From an optimization exercise on the open Yosys and OpenROAD flow, aimed at small area and a short achievable clock period; shortcuts taken in it are not production practice.
Function was checked by simulation only, so behaviour that the tests miss may differ from the original.

Design aes_round_top, start of the top module:
module aes_round_top (
  input  wire          clk,
  input  wire          rst,
  input  wire          in_valid,
  input  wire [256:0]  in_data,
  output wire          out_valid,
  output wire [127:0]  out_state
);
Settings: LEC_CHECK=0, CAP_MARGIN=20, CORE_MARGIN=2, CORE_UTILIZATION=65, CTS_BUF_LIST=sky130_fd_sc_hd__clkbuf_8, CTS_CLUSTER_DIAMETER=60, CTS_CLUSTER_SIZE=16, PLACE_DENSITY=0.75, SLEW_MARGIN=20; clock period 5.0 ns.
standard.sh (not shown) runs the stock make flow with config.mk's settings and CLKGATE_MAP_FILE= SYNTH_SCRIPT=/design/flow/synth_recipe.tcl, a recipe that flattens the netlist after the stock synthesis.
==> flow/flow/run.sh <==
#!/bin/bash
# Own layout flow: the standard layout (standard.sh) with two changes.
#  1. Synthesis maps the logic with flow/abc.script (area-recovering mapping
#     that keeps the XOR structure of the s-boxes) in place of ORFS's ABC
#     speed script. Everything else in synthesis is the standard one
#     (synth_recipe.tcl on a copy of ORFS's scripts folder), so registers keep
#     their standard names and cells.
#  2. Ports are buffered with sky130_fd_sc_hd__buf_1 instead of the default
#     delay-cell buffer.
# Each tool's output goes to a log of its own in this folder (synth.log,
# layout.log) and ORFS's per-step logs under orfs/logs/.
set -euo pipefail
W=$PWD
rm -rf "$W/scripts_abc"
cp -r "$FLOW_HOME/scripts" "$W/scripts_abc"
cp "$W/flow/abc.script" "$W/scripts_abc/abc_speed.script"
bash "$W/standard.sh" synth SCRIPTS_DIR="$W/scripts_abc" > "$W/synth.log" 2>&1
bash "$W/standard.sh" finish "BUFFER_PORTS_ARGS=-buffer_cell sky130_fd_sc_hd__buf_1" > "$W/layout.log" 2>&1
==> flow/flow/abc.script <==
strash
dch -f
map -a
topo
buffer -c
upsize -c
dnsize -c
The baseline passed the timing, DRC and antenna checks.
==> next run, changes <==
==> flow/flow/abc.script (replaced) <==
&get -n
&st
&dch -f
&nf -a -R 1000
&put
buffer -c
upsize -c
dnsize -c
--- a/flow/config.mk
+++ b/flow/config.mk
@@ -9,3 +9,3 @@
 export CORE_MARGIN = 2
-export CORE_UTILIZATION = 65
+export CORE_UTILIZATION = 50
 export CTS_BUF_LIST = sky130_fd_sc_hd__clkbuf_8
@@ -13,3 +13,3 @@
 export CTS_CLUSTER_SIZE = 16
-export PLACE_DENSITY = 0.75
+export PLACE_DENSITY = 0.65
 export SLEW_MARGIN = 20
Die area goes up by 24%.
Routed wire length goes down by 2.7%.
Final cell count goes down by 9.0%.
==> next run, changes <==
==> flow/flow/abc.script (replaced) <==
strash
dch -f
map -a
topo
buffer -c
upsize -c
dnsize -c
--- a/flow/config.mk
+++ b/flow/config.mk
@@ -9,7 +9,4 @@
 export CORE_MARGIN = 2
-export CORE_UTILIZATION = 50
-export CTS_BUF_LIST = sky130_fd_sc_hd__clkbuf_8
-export CTS_CLUSTER_DIAMETER = 60
-export CTS_CLUSTER_SIZE = 16
-export PLACE_DENSITY = 0.65
+export CORE_UTILIZATION = 30
+export PLACE_DENSITY = 0.45
 export SLEW_MARGIN = 20
Outcome:
- worst setup slack gets worse by 0.099 ns
- wire length climbs by about 26%
- global-route usage went down by 5.0 points
- design area went up by about 11%
- register-to-register slack loses 0.099 ns
- sequential share of layout area shrinks by 4.5 points
- clock-buffer cell count is higher by 49
- die area rose by 72%
- hold slack loses 0.0037 ns

Another version of the RTL of aes_round_top (not shown whole).
Size in the first run: about 1000 flip-flops, ~390 I/O pins, ~43000 um2 of cells after synthesis.
clock: 5.0 ns
lec_check: 0
cap_margin: 20
core_margin: 2
core_utilization: 70
cts_buf_list: sky130_fd_sc_hd__clkbuf_8
cts_cluster_diameter: 60
cts_cluster_size: 16
place_density: 0.8
setup_slack_margin: 2.75
slew_margin: 20
==> flow/flow/run.sh <==
#!/bin/bash
# Own layout flow: the standard layout (standard.sh) with two changes.
#  1. Synthesis maps the logic with flow/abc.script (area-recovering mapping
#     that keeps the XOR structure of the s-boxes) in place of ORFS's ABC
#     speed script. Everything else in synthesis is the standard one
#     (synth_recipe.tcl on a copy of ORFS's scripts folder), so registers keep
#     their standard names and cells.
#  2. Ports are buffered with sky130_fd_sc_hd__buf_1 instead of the default
#     delay-cell buffer; before detailed placement, flow/pre_dpl.tcl makes
#     the port buffers buf_2 and the result registers dfxtp_2.
# Each tool's output goes to a log of its own in this folder (synth.log,
# layout.log) and ORFS's per-step logs under orfs/logs/.
set -euo pipefail
W=$PWD
rm -rf "$W/scripts_abc"
cp -r "$FLOW_HOME/scripts" "$W/scripts_abc"
cp "$W/flow/abc.script" "$W/scripts_abc/abc_speed.script"
bash "$W/standard.sh" synth SCRIPTS_DIR="$W/scripts_abc" > "$W/synth.log" 2>&1
bash "$W/standard.sh" finish "BUFFER_PORTS_ARGS=-buffer_cell sky130_fd_sc_hd__buf_1" \
  "PRE_DETAIL_PLACE_TCL=$W/flow/pre_dpl.tcl" > "$W/layout.log" 2>&1
==> flow/flow/abc.script <==
strash
dch -f
map -a
topo
buffer -c
upsize -c
dnsize -c
==> flow/flow/pre_dpl.tcl <==
# Runs before detailed placement (ORFS hook PRE_DETAIL_PLACE_TCL), which
# legalises the cells resized here.
# Stronger cells on the paths from the inputs and to the outputs: the port
# buffers become buf_2, and the result registers, which drive the output
# buffers, dfxtp_2 (same flip-flop, higher drive).
set n_buf 0
set n_reg 0
foreach inst [get_cells *] {
  set name [get_full_name $inst]
  set ref [get_property $inst ref_name]
  if {$ref == "sky130_fd_sc_hd__buf_1" && [regexp {^(input|output)[0-9]+$} $name]} {
    replace_cell $inst sky130_fd_sc_hd__buf_2
    incr n_buf
  } elseif {$ref == "sky130_fd_sc_hd__dfxtp_1" && [regexp {^u_mix_key\.out_state} $name]} {
    replace_cell $inst sky130_fd_sc_hd__dfxtp_2
    incr n_reg
  }
}
puts "pre_dpl: resized $n_buf port buffers and $n_reg result registers"
Next try:
--- a/flow/config.mk
+++ b/flow/config.mk
@@ -8,9 +8,9 @@
 export CAP_MARGIN = 20
 export CORE_MARGIN = 2
-export CORE_UTILIZATION = 70
+export CORE_UTILIZATION = 50
 export CTS_BUF_LIST = sky130_fd_sc_hd__clkbuf_8
-export CTS_CLUSTER_DIAMETER = 60
-export CTS_CLUSTER_SIZE = 16
-export PLACE_DENSITY = 0.8
-export SETUP_SLACK_MARGIN = 2.75
+export CTS_CLUSTER_DIAMETER = 65
+export CTS_CLUSTER_SIZE = 18
+export PLACE_DENSITY = 0.65
+export SETUP_SLACK_MARGIN = 2.7
 export SLEW_MARGIN = 20
Effect:
- register-to-register slack is better by 0.02 ns
- via count is lower by a few percent
- first-iteration DRC count went down by a quarter to a third
- global-route usage falls by 7.3 points
- sequential share of layout area is about the same
- setup slack is worse by 0.0087 ns
- maximum frequency drops slightly
- cell area hardly moves
- final cell count goes up by a few percent

== job 4762 ==
aes_round_top again, from the RTL that the note above started with.
clock: 5.0 ns
lec_check: 0
cap_margin: 20
core_margin: 2
core_utilization: 50
cts_buf_list: sky130_fd_sc_hd__clkbuf_8
cts_cluster_diameter: 60
cts_cluster_size: 16
place_density: 0.65
setup_slack_margin: 2.85
slew_margin: 20
Scripts as last shown in full above: flow/flow/run.sh, flow/flow/abc.script, flow/flow/pre_dpl.tcl
Changes in job 6090 relative to job 4762:
Settings: changing SETUP_SLACK_MARGIN from 2.85 to 2.7; setting GPL_ROUTABILITY_DRIVEN to 0 for the first time.
Job 6090 vs. job 4762: utilization shrank by 2.3 points; wire length after detailed routing picked up an extra 1.5%; minimum clock period higher; number of filler cells placed in the layout saw an increase.
The die height of job 6090 and that of job 4762 are within noise of each other.
Multi-input combinational cell count: job 4762 vs job 6090 identical
Summary of job 6090 over job 4762: final setup skew shows a reduction of 0.024 ns, met3 wirelength from detailed routing shows a reduction of about 11%.
--- input diff job 6090..job 2272 ---
Settings: clearing SETUP_SLACK_MARGIN, which used to be 2.7; clearing GPL_ROUTABILITY_DRIVEN, which used to be 0.
--- a/flow/flow/run.sh
+++ b/flow/flow/run.sh
@@ -8,4 +8,3 @@
 #  2. Ports are buffered with sky130_fd_sc_hd__buf_1 instead of the default
-#     delay-cell buffer; before detailed placement, flow/pre_dpl.tcl makes
-#     the port buffers buf_2 and the result registers dfxtp_2.
+#     delay-cell buffer.
 # Each tool's output goes to a log of its own in this folder (synth.log,
@@ -18,3 +17,2 @@
 bash "$W/standard.sh" synth SCRIPTS_DIR="$W/scripts_abc" > "$W/synth.log" 2>&1
-bash "$W/standard.sh" finish "BUFFER_PORTS_ARGS=-buffer_cell sky130_fd_sc_hd__buf_1" \
-  "PRE_DETAIL_PLACE_TCL=$W/flow/pre_dpl.tcl" > "$W/layout.log" 2>&1
+bash "$W/standard.sh" finish "BUFFER_PORTS_ARGS=-buffer_cell sky130_fd_sc_hd__buf_1" > "$W/layout.log" 2>&1
==> flow/flow/abc.script <==
&get -n
&st
&dch -f
&nf -a -R 1000
&put
buffer -c
upsize -c
dnsize -c
removed: flow/flow/pre_dpl.tcl
Notes after the runs:
Core utilization: job 2272 lower than job 6090
Note that the number of global-route vias before repair recorded for job 6090 amounts to 1.13 times the value seen in job 2272.
Here is what was changed in the inputs of job 662 compared with job 2272.
Settings: SETUP_SLACK_MARGIN newly set to 2.7; CTS_CLUSTER_SIZE changed from 16 to 20; CTS_CLUSTER_DIAMETER changed from 60 to 70.
--- a/flow/flow/run.sh
+++ b/flow/flow/run.sh
@@ -8,3 +8,4 @@
 #  2. Ports are buffered with sky130_fd_sc_hd__buf_1 instead of the default
-#     delay-cell buffer.
+#     delay-cell buffer; before detailed placement, flow/pre_dpl.tcl makes
+#     the port buffers buf_2 and the result registers dfxtp_2.
 # Each tool's output goes to a log of its own in this folder (synth.log,
@@ -17,2 +18,3 @@
 bash "$W/standard.sh" synth SCRIPTS_DIR="$W/scripts_abc" > "$W/synth.log" 2>&1
-bash "$W/standard.sh" finish "BUFFER_PORTS_ARGS=-buffer_cell sky130_fd_sc_hd__buf_1" > "$W/layout.log" 2>&1
+bash "$W/standard.sh" finish "BUFFER_PORTS_ARGS=-buffer_cell sky130_fd_sc_hd__buf_1" \
+  "PRE_DETAIL_PLACE_TCL=$W/flow/pre_dpl.tcl" > "$W/layout.log" 2>&1
==> flow/flow/abc.script <==
strash
dch -f
map -a
topo
buffer -c
upsize -c
dnsize -c
==> flow/flow/pre_dpl.tcl (new file) <==
# Runs before detailed placement (ORFS hook PRE_DETAIL_PLACE_TCL), which
# legalises the cells resized here.
# Stronger cells on the paths from the inputs and to the outputs: the port
# buffers become buf_2, and the result registers, which drive the output
# buffers, dfxtp_2 (same flip-flop, higher drive).
set n_buf 0
set n_reg 0
foreach inst [get_cells *] {
  set name [get_full_name $inst]
  set ref [get_property $inst ref_name]
  if {$ref == "sky130_fd_sc_hd__buf_1" && [regexp {^(input|output)[0-9]+$} $name]} {
    replace_cell $inst sky130_fd_sc_hd__buf_2
    incr n_buf
  } elseif {$ref == "sky130_fd_sc_hd__dfxtp_1" && [regexp {^u_mix_key\.out_state} $name]} {
    replace_cell $inst sky130_fd_sc_hd__dfxtp_2
    incr n_reg
  }
}
puts "pre_dpl: resized $n_buf port buffers and $n_reg result registers"
Notes after the runs:
Job 662 ends up with a maximum fanout along the worst path that is 5 lower than in job 2272. Job 662 vs job 2272 — number of inserted filler cells in the final layout rose about 7%. Compared with job 2272, job 662 shows a lower instance count on the critical path. | post-layout instance area | job 662 vs job 2272 | about 6% higher |. Post-DP HPWL: job 662 vs job 2272 up 12%. Compared with job 2272, job 662 shows tap cell count that has gone up by a little under 10%.

## static timing again, ports no longer ideal
In the flow no input, the clock included, has a driving cell. The finished layouts below were timed again as built, in two steps. Step 1 assumes that a clkbuf_16 drives the clock port and a buf_2 every other input. Step 2 adds t to the input delays and takes it off the output delays; t is the mean of the earliest and latest rising clock arrival at the registers after step 1. Input paths then give back, and output paths get back, about the clock's delay inside the block. Slacks: ideal ports / drivers / drivers and shift; pairs: ideal ports / drivers.
run | t (ns) | setup WS [ns] | worst slew at a driven data input, ns
the first run of note 1 | 0.740 | 2.672 / 2.670 / 1.959 | 0.10
the second run of note 1 | 0.734 | 2.556 / 2.556 / 1.884 | 0.11
the third run of note 1 | 0.779 | 2.457 / 2.457 / 1.965 | 0.23
the first run of note 2 | 0.744 | 2.794 / 2.733 / 2.141 | 0.11
the second run of note 2 | 0.740 | 2.785 / 2.718 / 2.165 | 0.11
job 4762 | 0.738 | 2.812 / 2.753 / 2.186 | 0.11
job 6090 | 0.738 | 2.777 / 2.712 / 2.168 | 0.11
job 2272 | 0.754 | 2.487 / 2.487 / 1.931 | 0.09
job 662 | 0.774 | 2.773 / 2.708 / 2.170 | 0.12
After both steps every run listed still meets setup and hold. The setup slack of the first run of note 1, which loses most, moves by -0.002 ns with the drivers and by -0.713 ns with both steps.
